Background: an optimization exercise with open tools, aiming at small area. Do not read the settings as production practice. Function was checked by simulation only, so behaviour that the tests miss may differ from the original. Power and IR drop assume default switching activity.

== the reference run ==
// datapath
module datapath (
    input  logic                    clk,
    input  logic                    rstN_i,
    input  logic                    iStall_i,
    input  logic                    dStall_i,
    output logic [32-1:0]   pcF_o,
    output logic                    instEnF_o,
    input  logic [32-1:0]   instrF_i,
    output logic                    memEnM_o,
    output logic [32-1:0]   memAddrM_o,
    output logic [3:0]              memWenM_o,
    output logic [32-1:0]   memWdataM_o,
    input  logic [32-1:0]   memRdataM_i,
    output logic [32-1:0]   debugWbPc_o,
    output logic [3:0]              debugWbRfWen_o,
    output logic [5-1:0] debugWbRfWnum_o,
    output logic [32-1:0]   debugWbRfWdata_o
);
Size in the first run: roughly 3900 cells after synthesis, ~1200 flip-flops, about 45000 um^2 of cells after synthesis.
==> flow/config.mk <==
export PLATFORM = sky130hd
export DESIGN_NAME = datapath
export DESIGN_NICKNAME = datapath
export VERILOG_FILES = /design/flow/design.v
export SDC_FILE = /design/flow/constraint.sdc
export NUM_CORES = 4
export LEC_CHECK = 0
export CAP_MARGIN = 20
export CORE_MARGIN = 2
export CORE_UTILIZATION = 60
export CTS_BUF_LIST = sky130_fd_sc_hd__clkbuf_16
export CTS_CLUSTER_DIAMETER = 100
export CTS_CLUSTER_SIZE = 24
export PLACE_DENSITY = 0.72
export SLEW_MARGIN = 20
==> flow/constraint.sdc <==
create_clock -name core_clock -period 5.5 [get_ports {clk}]
set_input_delay 1.1000 -clock core_clock [delete_from_list [all_inputs] [get_ports {clk}]]
set_output_delay 1.1000 -clock core_clock [all_outputs]
set_load 0.01 [all_outputs]
standard.sh (not shown) runs the stock make flow with config.mk's settings and CLKGATE_MAP_FILE= SYNTH_SCRIPT=/design/flow/synth_recipe.tcl, a recipe that flattens the netlist after the stock synthesis.
==> flow/flow/run.sh <==
#!/bin/bash
# The standard layout, with every port buffered by the smallest buffer
# (sky130_fd_sc_hd__buf_1) instead of the one buffer_ports picks by default.
set -euo pipefail
export BUFFER_PORTS_ARGS="-buffer_cell sky130_fd_sc_hd__buf_1"
bash standard.sh > standard.log 2>&1
Input changes introduced in the trial run (baseline for comparison: the reference run):
-- flow/design.v --
<<< the reference run, line 203
    logic [1:0]  step;         
    logic        valid;        
    logic        fetchPend;    
    logic [29:0] pc;           
>>> the trial run, line 203
    logic [1:0]  step;         
    logic        valid;        
    logic        wen;          
    logic        fetchPend;    
    logic [29:0] pc;           
<<< the reference run, line 246
    logic [31:0] wb;
    logic        wbRet;        
    logic [1:0]  wbDst3;
    logic [4:0]  ra;
    logic [1:0]  pos4, pos3, ra3;
>>> the trial run, line 247
    logic [31:0] wb;
    logic        wbRet;        
    logic [4:0]  ra;
    logic [1:0]  pos4, pos3, ra3;
<<< the reference run, line 262
        end
    end
    assign wbDst3 = wbDst[1:0] - 2'd1;
    assign wbRet  = wbValid & ((wbDst[4:2] == 3'd0) ? (wbDst3 == ph3) : (wbDst[1:0] == ph));
    for (genvar q = 1; q < 8; q++) begin : g_ring4
        always_ff @(posedge clk) begin
>>> the trial run, line 262
        end
    end
    logic        wbValidN;
    logic [4:0]  wbDstN;
    logic [1:0]  phN, ph3N, wbDst3N;
    logic [7:0]  weN, we, hold;
    assign phN      = ph + 2'd1;
    assign ph3N     = (ph3 == 2'd2) ? 2'd0 : ph3 + 2'd1;
    assign wbValidN = wen | (wbValid & ~wbRet);
    assign wbDstN   = wen ? dstE : wbDst;
    assign wbDst3N  = wbDstN[1:0] - 2'd1;
    assign weN[0]   = wbValidN && wbDstN[4:2] == 3'd0 && wbDst3N == ph3N;
    for (genvar q = 1; q < 8; q++) begin : g_weN
        assign weN[q] = wbValidN && wbDstN[4:2] == 3'(q) && wbDstN[1:0] == phN;
    end
    always_ff @(posedge clk) begin
        we   <= weN;
        hold <= ~weN;
    end
    assign wbRet = wbValid & (|we);
    for (genvar q = 1; q < 8; q++) begin : g_ring4
        always_ff @(posedge clk) begin
<<< the reference run, line 269
            ring4[q][1] <= ring4[q][2];
            ring4[q][2] <= ring4[q][3];
            ring4[q][3] <= (wbValid && wbDst[4:2] == 3'(q) && wbDst[1:0] == ph) ? wb : ring4[q][0];
        end
    end
>>> the trial run, line 285
            ring4[q][1] <= ring4[q][2];
            ring4[q][2] <= ring4[q][3];
            ring4[q][3] <= (ring4[q][0] & {32{hold[q]}}) | (wb & {32{we[q]}});
        end
    end
<<< the reference run, line 275
        ring3[0] <= ring3[1];
        ring3[1] <= ring3[2];
        ring3[2] <= (wbValid && wbDst[4:2] == 3'd0 && wbDst3 == ph3) ? wb : ring3[0];
    end
    always_comb begin
>>> the trial run, line 291
        ring3[0] <= ring3[1];
        ring3[1] <= ring3[2];
        ring3[2] <= (ring3[0] & {32{hold[0]}}) | (wb & {32{we[0]}});
    end
    always_comb begin
<<< the reference run, line 307
    assign imm   = opOri ? {16'd0, ir[15:0]} : {{16{ir[15]}}, ir[15:0]};
    assign sub   = opR & (fnSub | fnSlt);
    assign opA = isBr ? {pc, 2'b11} : aReg;
    assign opB = isBr ? {imm[29:0], 2'b01} : (opR ? bReg : imm);
    assign sum = opA + (sub ? ~opB : opB) + {31'd0, sub};
    assign lessThan = (aReg[31] ^ bReg[31]) ? aReg[31] : sum[31];
>>> the trial run, line 323
    assign imm   = opOri ? {16'd0, ir[15:0]} : {{16{ir[15]}}, ir[15:0]};
    assign sub   = opR & (fnSub | fnSlt);
    assign opA = isBr ? {pcInc, 2'b00} : aReg;
    assign opB = isBr ? {imm[29:0], 2'b00} : (opR ? bReg : imm);
    assign sum = opA + (sub ? ~opB : opB) + {31'd0, sub};
    assign lessThan = (aReg[31] ^ bReg[31]) ? aReg[31] : sum[31];
<<< the reference run, line 321
        else                           aluOut = sum;
    end
    logic        commit, wen, fetch;
    logic [29:0] pcNext;
    assign result = opLw ? memRdataM_i : aReg;
>>> the trial run, line 337
        else                           aluOut = sum;
    end
    logic        commit, fetch;
    logic [29:0] pcNext;
    assign result = opLw ? memRdataM_i : aReg;
Having completed the whole flow, the trial run delivered a layout that passed the timing, DRC and antenna checks.
The final layout from the reference run, which completed every stage, passed the timing, DRC and antenna checks at the end of the flow.
Going from the reference run to the trial run, number of standard cells in the layout, taps in and fillers out went down, minimum setup slack in the final design went down, placeable core area went down, routed wire length per instance went up.
Going from the reference run to the trial run, count of flip-flops with a built-in enable after synthesis went down by 5, global-route usage increased by 2.5 points relative to the old numbers, sequential cell count of the final layout went up by 16, proportion of power drawn by the clock network shows a reduction of 0.7 points.
Combinational share of power came out higher on the trial run than on the reference run.
The trial run ends up with lower cell area after technology mapping than the reference run does.

---

Setup of fjord:
RTL: one of the versions met above, not the one the previous note started from.
For scale: ~3900 cells after synthesis, ~1200 flip-flops, ~240 I/O pins, ~44000 µm² of cells after synthesis.
// datapath
module datapath (
    input  logic                    clk,
    input  logic                    rstN_i,
    input  logic                    iStall_i,
    input  logic                    dStall_i,
    output logic [32-1:0]   pcF_o,
    output logic                    instEnF_o,
    input  logic [32-1:0]   instrF_i,
    output logic                    memEnM_o,
    output logic [32-1:0]   memAddrM_o,
    output logic [3:0]              memWenM_o,
    output logic [32-1:0]   memWdataM_o,
    input  logic [32-1:0]   memRdataM_i,
    output logic [32-1:0]   debugWbPc_o,
    output logic [3:0]              debugWbRfWen_o,
    output logic [5-1:0] debugWbRfWnum_o,
    output logic [32-1:0]   debugWbRfWdata_o
);
clock: 5.5 ns
lec_check: 0
cap_margin: 20
core_margin: 2
core_utilization: 60
cts_buf_list: sky130_fd_sc_hd__clkbuf_16
cts_cluster_diameter: 100
cts_cluster_size: 20
place_density: 0.72
slew_margin: 20
Scripts as last shown in full above: flow/flow/run.sh
What nickel does differently from fjord at the input level:
diff --git a/flow/design.v b/flow/design.v
--- a/flow/design.v
+++ b/flow/design.v
@@ -194,23 +194,22 @@
     output logic [32-1:0]   memWdataM_o,
     input  logic [32-1:0]   memRdataM_i,
     output logic [32-1:0]   debugWbPc_o,
     output logic [3:0]              debugWbRfWen_o,
     output logic [5-1:0] debugWbRfWnum_o,
     output logic [32-1:0]   debugWbRfWdata_o
 );
     localparam logic [29:0] ResetPc = 30'(32'hbfc00000 >> 2) - 30'd1;
     logic        freeze;
     logic [1:0]  step;         
     logic        valid;        
-    logic        wen;          
     logic        fetchPend;    
     logic [29:0] pc;           
     logic        redirect;     
     logic [29:0] target;       
     logic        takenE;       
     logic [31:0] ir;
     logic [31:0] aReg;         
     logic [31:0] bReg;         
     assign freeze = iStall_i | dStall_i;
     logic [5:0] op, fn;
     logic       opR, opAddiu, opOri, opLui, opLw, opSw, opBeq, opBne, opJ;
@@ -238,67 +237,52 @@
     assign rValid = opR & (fnAdd | fnSub | fnAnd | fnOr | fnXor | fnSlt);
     assign dstE = opR ? ir[15:11] : rtE;
     assign regWrite = valid & (rValid | opAddiu | opOri | opLui | opLw) & (dstE != 5'd0);
     logic [1:0]  ph;           
     logic [1:0]  ph3;          
     logic [31:0] ring4 [1:7][0:3];
     logic [31:0] ring3 [0:2];
     logic        wbValid;
     logic [4:0]  wbDst;
     logic [31:0] wb;
     logic        wbRet;        
+    logic [1:0]  wbDst3;
     logic [4:0]  ra;
     logic [1:0]  pos4, pos3, ra3;
     logic [4:0]  phys;
     logic [31:0] slot [0:31];
     logic [31:0] rdata;
     logic [31:0] result;
     always_ff @(posedge clk or negedge rstN_i) begin
         if (!rstN_i) begin
             ph  <= 2'd0;
             ph3 <= 2'd0;
         end else begin
             ph  <= ph + 2'd1;
             ph3 <= (ph3 == 2'd2) ? 2'd0 : ph3 + 2'd1;
         end
     end
-    logic        wbValidN;
-    logic [4:0]  wbDstN;
-    logic [1:0]  phN, ph3N, wbDst3N;
-    logic [7:0]  weN, we, hold;
-    assign phN      = ph + 2'd1;
-    assign ph3N     = (ph3 == 2'd2) ? 2'd0 : ph3 + 2'd1;
-    assign wbValidN = wen | (wbValid & ~wbRet);
-    assign wbDstN   = wen ? dstE : wbDst;
-    assign wbDst3N  = wbDstN[1:0] - 2'd1;
-    assign weN[0]   = wbValidN && wbDstN[4:2] == 3'd0 && wbDst3N == ph3N;
-    for (genvar q = 1; q < 8; q++) begin : g_weN
-        assign weN[q] = wbValidN && wbDstN[4:2] == 3'(q) && wbDstN[1:0] == phN;
-    end
-    always_ff @(posedge clk) begin
-        we   <= weN;
-        hold <= ~weN;
-    end
-    assign wbRet = wbValid & (|we);
+    assign wbDst3 = wbDst[1:0] - 2'd1;
+    assign wbRet  = wbValid & ((wbDst[4:2] == 3'd0) ? (wbDst3 == ph3) : (wbDst[1:0] == ph));
     for (genvar q = 1; q < 8; q++) begin : g_ring4
         always_ff @(posedge clk) begin
             ring4[q][0] <= ring4[q][1];
             ring4[q][1] <= ring4[q][2];
             ring4[q][2] <= ring4[q][3];
-            ring4[q][3] <= (ring4[q][0] & {32{hold[q]}}) | (wb & {32{we[q]}});
+            ring4[q][3] <= (wbValid && wbDst[4:2] == 3'(q) && wbDst[1:0] == ph) ? wb : ring4[q][0];
         end
     end
     always_ff @(posedge clk) begin
         ring3[0] <= ring3[1];
         ring3[1] <= ring3[2];
-        ring3[2] <= (ring3[0] & {32{hold[0]}}) | (wb & {32{we[0]}});
+        ring3[2] <= (wbValid && wbDst[4:2] == 3'd0 && wbDst3 == ph3) ? wb : ring3[0];
     end
     always_comb begin
         slot[0] = ring3[0];
         slot[1] = ring3[1];
         slot[2] = ring3[2];
         slot[3] = 32'd0;
         for (int q = 1; q < 8; q++) begin
             for (int k = 0; k < 4; k++) begin
                 slot[4 * q + k] = ring4[q][k];
             end
         end
@@ -314,37 +298,37 @@
         endcase
     end
     assign phys  = (ra[4:2] != 3'd0) ? {ra[4:2], pos4} : (ra == 5'd0) ? 5'd3 : {3'd0, pos3};
     assign rdata = (wbValid && wbDst == ra) ? wb : slot[phys];
     logic [31:0] imm, opA, opB, sum, aluOut;
     logic [29:0] pcInc;
     logic        isBr, sub, lessThan, equal, taken;
     assign pcInc = pc + 30'd1;
     assign isBr  = opBeq | opBne;
     assign imm   = opOri ? {16'd0, ir[15:0]} : {{16{ir[15]}}, ir[15:0]};
     assign sub   = opR & (fnSub | fnSlt);
-    assign opA = isBr ? {pcInc, 2'b00} : aReg;
-    assign opB = isBr ? {imm[29:0], 2'b00} : (opR ? bReg : imm);
+    assign opA = isBr ? {pc, 2'b11} : aReg;
+    assign opB = isBr ? {imm[29:0], 2'b01} : (opR ? bReg : imm);
     assign sum = opA + (sub ? ~opB : opB) + {31'd0, sub};
     assign lessThan = (aReg[31] ^ bReg[31]) ? aReg[31] : sum[31];
     assign equal    = aReg == bReg;
     assign taken    = opJ | (isBr & (equal ^ opBne));
     always_comb begin
         if (opLui)                     aluOut = {ir[15:0], 16'd0};
         else if (opOri | (opR & fnOr)) aluOut = aReg | opB;
         else if (opR & fnAnd)          aluOut = aReg & opB;
         else if (opR & fnXor)          aluOut = aReg ^ opB;
         else if (opR & fnSlt)          aluOut = {31'd0, lessThan};
         else                           aluOut = sum;
     end
-    logic        commit, fetch;
+    logic        commit, wen, fetch;
     logic [29:0] pcNext;
     assign result = opLw ? memRdataM_i : aReg;
     assign commit = (step == 2'd0) & ~freeze & ~fetchPend & ~(regWrite & wbValid & ~wbRet);
     assign wen    = commit & regWrite;
     assign fetch  = (step == 2'd0) & ~freeze & (fetchPend | (commit & ~(regWrite & dstE == instrF_i[25:21])));
     assign pcNext = redirect ? target : pcInc;
     always_ff @(posedge clk or negedge rstN_i) begin
         if (!rstN_i) begin
             wbValid <= 1'b0;
         end else if (wen) begin
             wbValid <= 1'b1;
[nickel] sequential share of layout area fell 1.5 points relative to fjord
The number of nets in the layout in nickel was higher than what fjord gave.
Diff fjord -> nickel: total area of sequential cells has decreased, fraction of power consumed by the clock network now sits higher.
On upper clock frequency limit, the lower figure sits with fjord, not nickel.
For fjord and nickel, there was not a single run that failed to finish clean.
Starting density of the core on nickel is up relative to fjord.

---

Setup of beta:
Another version of the RTL of datapath (not shown whole).
Size in the first run: about 3700 cells after synthesis, roughly 1200 flip-flops, roughly 240 I/O pins, ~0.044 sq mm of cells after synthesis.
==> flow/config.mk <==
export PLATFORM = sky130hd
export DESIGN_NAME = datapath
export DESIGN_NICKNAME = datapath
export VERILOG_FILES = /design/flow/design.v
export SDC_FILE = /design/flow/constraint.sdc
export NUM_CORES = 4
export LEC_CHECK = 0
export CAP_MARGIN = 20
export CORE_MARGIN = 2
export CORE_UTILIZATION = 60
export CTS_BUF_LIST = sky130_fd_sc_hd__clkbuf_16
export CTS_CLUSTER_DIAMETER = 100
export CTS_CLUSTER_SIZE = 20
export PLACE_DENSITY = 0.72
export SLEW_MARGIN = 20
==> flow/constraint.sdc <==
create_clock -name core_clock -period 5.5 [get_ports {clk}]
set_input_delay 1.1000 -clock core_clock [delete_from_list [all_inputs] [get_ports {clk}]]
set_output_delay 1.1000 -clock core_clock [all_outputs]
set_load 0.01 [all_outputs]
Scripts as last shown in full above: flow/flow/run.sh
--- input diff beta..epsilon ---
--- a/flow/design.v
+++ b/flow/design.v
@@ -267,25 +267,29 @@
         always_ff @(posedge clk) begin
             ring4[q][0] <= ring4[q][1];
             ring4[q][1] <= ring4[q][2];
             ring4[q][2] <= ring4[q][3];
             ring4[q][3] <= (wbValid && wbDst[4:2] == 3'(q) && wbDst[1:0] == ph) ? wb : ring4[q][0];
         end
-        for (genvar k = 0; k < 4; k++) begin : g_slot
-            assign slot[4 * q + k] = ring4[q][k];
-        end
     end
     always_ff @(posedge clk) begin
         ring3[0] <= ring3[1];
         ring3[1] <= ring3[2];
         ring3[2] <= (wbValid && wbDst[4:2] == 3'd0 && wbDst3 == ph3) ? wb : ring3[0];
     end
-    assign slot[0] = ring3[0];
-    assign slot[1] = ring3[1];
-    assign slot[2] = ring3[2];
-    assign slot[3] = 32'd0;
+    always_comb begin
+        slot[0] = ring3[0];
+        slot[1] = ring3[1];
+        slot[2] = ring3[2];
+        slot[3] = 32'd0;
+        for (int q = 1; q < 8; q++) begin
+            for (int k = 0; k < 4; k++) begin
+                slot[4 * q + k] = ring4[q][k];
+            end
+        end
+    end
     assign ra   = (step == 2'd0) ? instrF_i[25:21] : rtE;
     assign pos4 = ra[1:0] - ph;
     assign ra3  = ra[1:0] - 2'd1;
     always_comb begin
         case ({ra3, ph3})
             {2'd0, 2'd1}, {2'd1, 2'd2}, {2'd2, 2'd0}: pos3 = 2'd2;
[summary]
- No run among beta and epsilon stopped early or left any final violation; all are clean.
- From epsilon to beta, maximum clock frequency did not move at all.
- Per the comparison of epsilon with beta, cell count flat; switching share of power flat; sequential share of layout area flat; share of post-route cells with drive strength above 1 flat.
- Comparing beta against epsilon, there is no change at all in number of cells traversed by the worst hold path.
- beta → epsilon: post-layout minimum cycle time roughly the same, proportion of power drawn by combinational gates was more or less identical, slack of the critical path was more or less identical, synthesis-to-layout area growth saw little to no change, flip-flop and latch count has remained practically unchanged.
- Status: boundary pin count parity (beta, epsilon)
- Number of hold violations in the final report delta (epsilon -> beta): insignificant

==> what the ideal ports hide <==
The results above use ideal ports. As a check the final layouts listed here were re-extracted and re-timed, cells and wires unchanged. Step 1: set_driving_cell puts a clkbuf_16 on clk and a buf_2 on each other input, an assumption about the parent block. Step 2 also shifts input and output timing later by t, the mid clock arrival at the registers, as if the neighbouring blocks saw the same clock. Slacks: ideal ports / drivers / drivers and shift; pairs: ideal ports / drivers.
run	t, ns	setup WS [ns]	hold slack, ns	clock arrival spread, ns	cell pins on the clock port's net
the reference run	0.758	0.317 / 0.317 / -0.128	0.325 / 0.325 / 0.325	0.048 / 0.048	1
the trial run	0.738	0.271 / 0.271 / -0.134	0.309 / 0.309 / 0.309	0.072 / 0.073	1
fjord	0.711	0.219 / 0.219 / -0.193	0.335 / 0.335 / 0.335	0.028 / 0.028	1
nickel	0.722	0.298 / 0.298 / -0.128	0.326 / 0.326 / 0.326	0.047 / 0.047	1
beta	0.711	0.226 / 0.226 / 0.077	0.339 / 0.339 / 0.339	0.035 / 0.036	1
epsilon	0.711	0.226 / 0.226 / 0.077	0.339 / 0.339 / 0.339	0.035 / 0.036	1
Met with ideal ports but missed after step 2: setup timing in the reference run, the trial run, fjord and nickel. The setup slack of the reference run, which loses most, moves by 0.000 ns with the drivers and by -0.445 ns with both steps.
